From an optimization exercise on the open Yosys and OpenROAD flow, aimed at small area; shortcuts taken in it are not production practice.
The RTL was checked by simulation tests, not by an equivalence proof against the original design.
Power figures rest on the tool's default switching activity, not on a simulated workload.

==> flow/design.v (excerpt) <==
module csr_unit (
    input  logic        s_clk_i,
    input  logic        arst_n_i,
    input  logic [1:0]  unit_i,
    input  logic [3:0]  function_i,
    input  logic [11:0] payload_i,
    input  logic [31:0] val_i,
    input  logic [31:0] pc_i,
    input  logic [1:0]  imiscon_i,
    input  logic        hresp_i,
    input  logic        stall_i,
    input  logic        flush_i,
    input  logic        rstpp_i,
    input  logic        interrupted_i,
    input  logic        int_meip_i,
    input  logic        int_mtip_i,
    input  logic        int_msip_i,
    output logic [31:0] csr_rdata_o,
    output logic [31:0] exc_trap_o,
    output logic [31:0] int_trap_o,
    output logic [31:0] mepc_o,
    output logic        treturn_o,
    output logic        int_pending_o,
    output logic        exception_o
);
For scale: roughly 1500 cells after synthesis, ~300 flip-flops, ~230 I/O pins.
Settings: LEC_CHECK=0, CAP_MARGIN=20, CORE_AREA=2.3 2.72 165.6 165.92, DIE_AREA=0 0 168.03 168.03, SLEW_MARGIN=20; clock period 5.0 ns.
standard.sh (not shown) runs the stock make flow with config.mk's settings and CLKGATE_MAP_FILE= SYNTH_SCRIPT=/design/flow/synth_recipe.tcl, a recipe that flattens the netlist after the stock synthesis.
==> flow/flow/run.sh <==
#!/bin/bash
# Own layout flow: the standard ORFS flow (standard.sh) with these changes:
#  - synthesis maps logic with an area-oriented ABC script (flow/area.abc) instead of ORFS's
#    delay-oriented one; everything up to and including flip-flop mapping is unchanged, so the
#    registers (names, count, cell types) are the standard synthesis's;
#  - every input and output port still gets a buffer, but a sky130_fd_sc_hd__buf_1;
#  - clock tree synthesis without dummy loads, with clkbuf_4 buffers and small sink clusters;
#  - after global routing, ORFS's power recovery (RECOVER_POWER) downsizes gates off the
#    critical paths, and flow/post_grt.tcl then repairs any slew or capacitance limit that
#    broke;
set -euo pipefail
cd "$(dirname "$0")/.."
W=$PWD
bash standard.sh synth SYNTH_SCRIPT="$W/flow/synth_area.tcl" > "$W/synth.log" 2>&1
CTS="-sink_clustering_enable -repair_clock_nets -dont_use_dummy_load"
CTS="$CTS -buf_list sky130_fd_sc_hd__clkbuf_4 -sink_clustering_size 10 -sink_clustering_max_diameter 45"
bash standard.sh floorplan place BUFFER_PORTS_ARGS="-buffer_cell sky130_fd_sc_hd__buf_1" > "$W/place.log" 2>&1
bash standard.sh cts CTS_ARGS="$CTS" > "$W/cts.log" 2>&1
bash standard.sh finish RECOVER_POWER=100 POST_GLOBAL_ROUTE_TCL="$W/flow/post_grt.tcl" > "$W/route.log" 2>&1
==> flow/flow/post_grt.tcl <==
# Sourced by ORFS at the end of global routing (POST_GLOBAL_ROUTE_TCL), after power recovery:
# power recovery can downsize a high-fanout driver past its slew or capacitance limit, so
# repair those again, then legalize and reroute the changed nets.
log_cmd estimate_parasitics -global_routing
log_cmd repair_design -slew_margin $::env(SLEW_MARGIN) -cap_margin $::env(CAP_MARGIN)
log_cmd global_route -start_incremental
log_cmd detailed_placement
log_cmd global_route -end_incremental
log_cmd estimate_parasitics -global_routing
Other scripts of this flow, unchanged in this note and not shown: flow/flow/area.abc, flow/flow/synth_area.tcl
==> next run, changes <==
--- a/flow/flow/run.sh
+++ b/flow/flow/run.sh
@@ -14,5 +14,5 @@
 bash standard.sh synth SYNTH_SCRIPT="$W/flow/synth_area.tcl" > "$W/synth.log" 2>&1
 CTS="-sink_clustering_enable -repair_clock_nets -dont_use_dummy_load"
-CTS="$CTS -buf_list sky130_fd_sc_hd__clkbuf_4 -sink_clustering_size 10 -sink_clustering_max_diameter 45"
+CTS="$CTS -buf_list sky130_fd_sc_hd__clkbuf_4 -sink_clustering_size 8 -sink_clustering_max_diameter 40"
 bash standard.sh floorplan place BUFFER_PORTS_ARGS="-buffer_cell sky130_fd_sc_hd__buf_1" > "$W/place.log" 2>&1
 bash standard.sh cts CTS_ARGS="$CTS" > "$W/cts.log" 2>&1
Outcome: Global-route usage hardly moves. Count of clock-buffer cells in the layout rises by 9. Total power rises by 2.7%. Die area does not change. First-iteration DRC count rises by 3.6%. Cell area rises by 0.35%.
==> next run, changes <==
--- a/flow/flow/run.sh
+++ b/flow/flow/run.sh
@@ -5,5 +5,6 @@
 #    registers (names, count, cell types) are the standard synthesis's;
 #  - every input and output port still gets a buffer, but a sky130_fd_sc_hd__buf_1;
-#  - clock tree synthesis without dummy loads, with clkbuf_4 buffers and small sink clusters;
+#  - clock tree synthesis without dummy loads, with clkbuf_4 buffers and sink clusters of at
+#    most 10 flip-flops within 45 um;
 #  - after global routing, ORFS's power recovery (RECOVER_POWER) downsizes gates off the
 #    critical paths, and flow/post_grt.tcl then repairs any slew or capacitance limit that
@@ -14,5 +15,5 @@
 bash standard.sh synth SYNTH_SCRIPT="$W/flow/synth_area.tcl" > "$W/synth.log" 2>&1
 CTS="-sink_clustering_enable -repair_clock_nets -dont_use_dummy_load"
-CTS="$CTS -buf_list sky130_fd_sc_hd__clkbuf_4 -sink_clustering_size 8 -sink_clustering_max_diameter 40"
+CTS="$CTS -buf_list sky130_fd_sc_hd__clkbuf_4 -sink_clustering_size 10 -sink_clustering_max_diameter 45"
 bash standard.sh floorplan place BUFFER_PORTS_ARGS="-buffer_cell sky130_fd_sc_hd__buf_1" > "$W/place.log" 2>&1
 bash standard.sh cts CTS_ARGS="$CTS" > "$W/cts.log" 2>&1
=> Design area falls by 0.35%; worst hold slack barely changes; power falls by 2.6%; setup slack gets better by 0.010 ns; non-clock buffer count is unchanged.
==> next run, changes <==
--- a/flow/flow/run.sh
+++ b/flow/flow/run.sh
@@ -5,9 +5,9 @@
 #    registers (names, count, cell types) are the standard synthesis's;
 #  - every input and output port still gets a buffer, but a sky130_fd_sc_hd__buf_1;
-#  - clock tree synthesis without dummy loads, with clkbuf_4 buffers and sink clusters of at
-#    most 10 flip-flops within 45 um;
+#  - clock tree synthesis without dummy loads, with clkbuf_4 buffers and small sink clusters;
 #  - after global routing, ORFS's power recovery (RECOVER_POWER) downsizes gates off the
-#    critical paths, and flow/post_grt.tcl then repairs any slew or capacitance limit that
-#    broke;
+#    critical paths.
+# Each step's full output goes to a log of its own in this folder; ORFS's own per-stage logs
+# stay under orfs/logs/.
 set -euo pipefail
 cd "$(dirname "$0")/.."
@@ -18,3 +18,3 @@
 bash standard.sh floorplan place BUFFER_PORTS_ARGS="-buffer_cell sky130_fd_sc_hd__buf_1" > "$W/place.log" 2>&1
 bash standard.sh cts CTS_ARGS="$CTS" > "$W/cts.log" 2>&1
-bash standard.sh finish RECOVER_POWER=100 POST_GLOBAL_ROUTE_TCL="$W/flow/post_grt.tcl" > "$W/route.log" 2>&1
+bash standard.sh finish RECOVER_POWER=100 > "$W/route.log" 2>&1
removed: flow/flow/post_grt.tcl
This time the run finished but failed the layout checks on capacitance limit, slew limit.
Combinational power barely changes.
First-iteration DRC count falls by 3.4%.
Global-route usage does not change.
Power hardly moves.
Worst setup slack degrades by 0.029 ns.
Area after synthesis stays the same.
Design area hardly moves.
Clock power barely changes.
Die area is unchanged.

-- afterwards: timing with drivers on the ports --
How much do the figures lean on ideal ports? The routed layouts below were timed once more, with nothing changed but the port constraints.
Step 1 assumes that a clkbuf_16 drives the clock port and a buf_2 every other input.
Step 2 also shifts input and output timing later by t, the mid clock arrival at the registers, as if the neighbouring blocks saw the same clock.
Three values: no drivers, after step 1, after step 2; two values: the first two.
run | t (ns) | slack for setup (ns) | worst hold slack (ns) | worst setup path at the end | pins driven straight from the clock port
the first run | 0.695 | 0.443 / 0.394 / -0.224 | 0.169 / 0.143 / 0.465 | input to register | 1
the second run | 0.710 | 0.433 / 0.378 / -0.332 | 0.167 / 0.141 / 0.459 | input to register | 1
the third run | 0.695 | 0.443 / 0.394 / -0.224 | 0.169 / 0.143 / 0.465 | input to register | 1
the fourth run | 0.693 | 0.414 / 0.366 / -0.248 | 0.444 / 0.420 / 0.461 | input to register | 1
For the second run, which loses most, drivers alone change the setup slack by -0.055 ns; drivers and shift together by -0.765 ns.
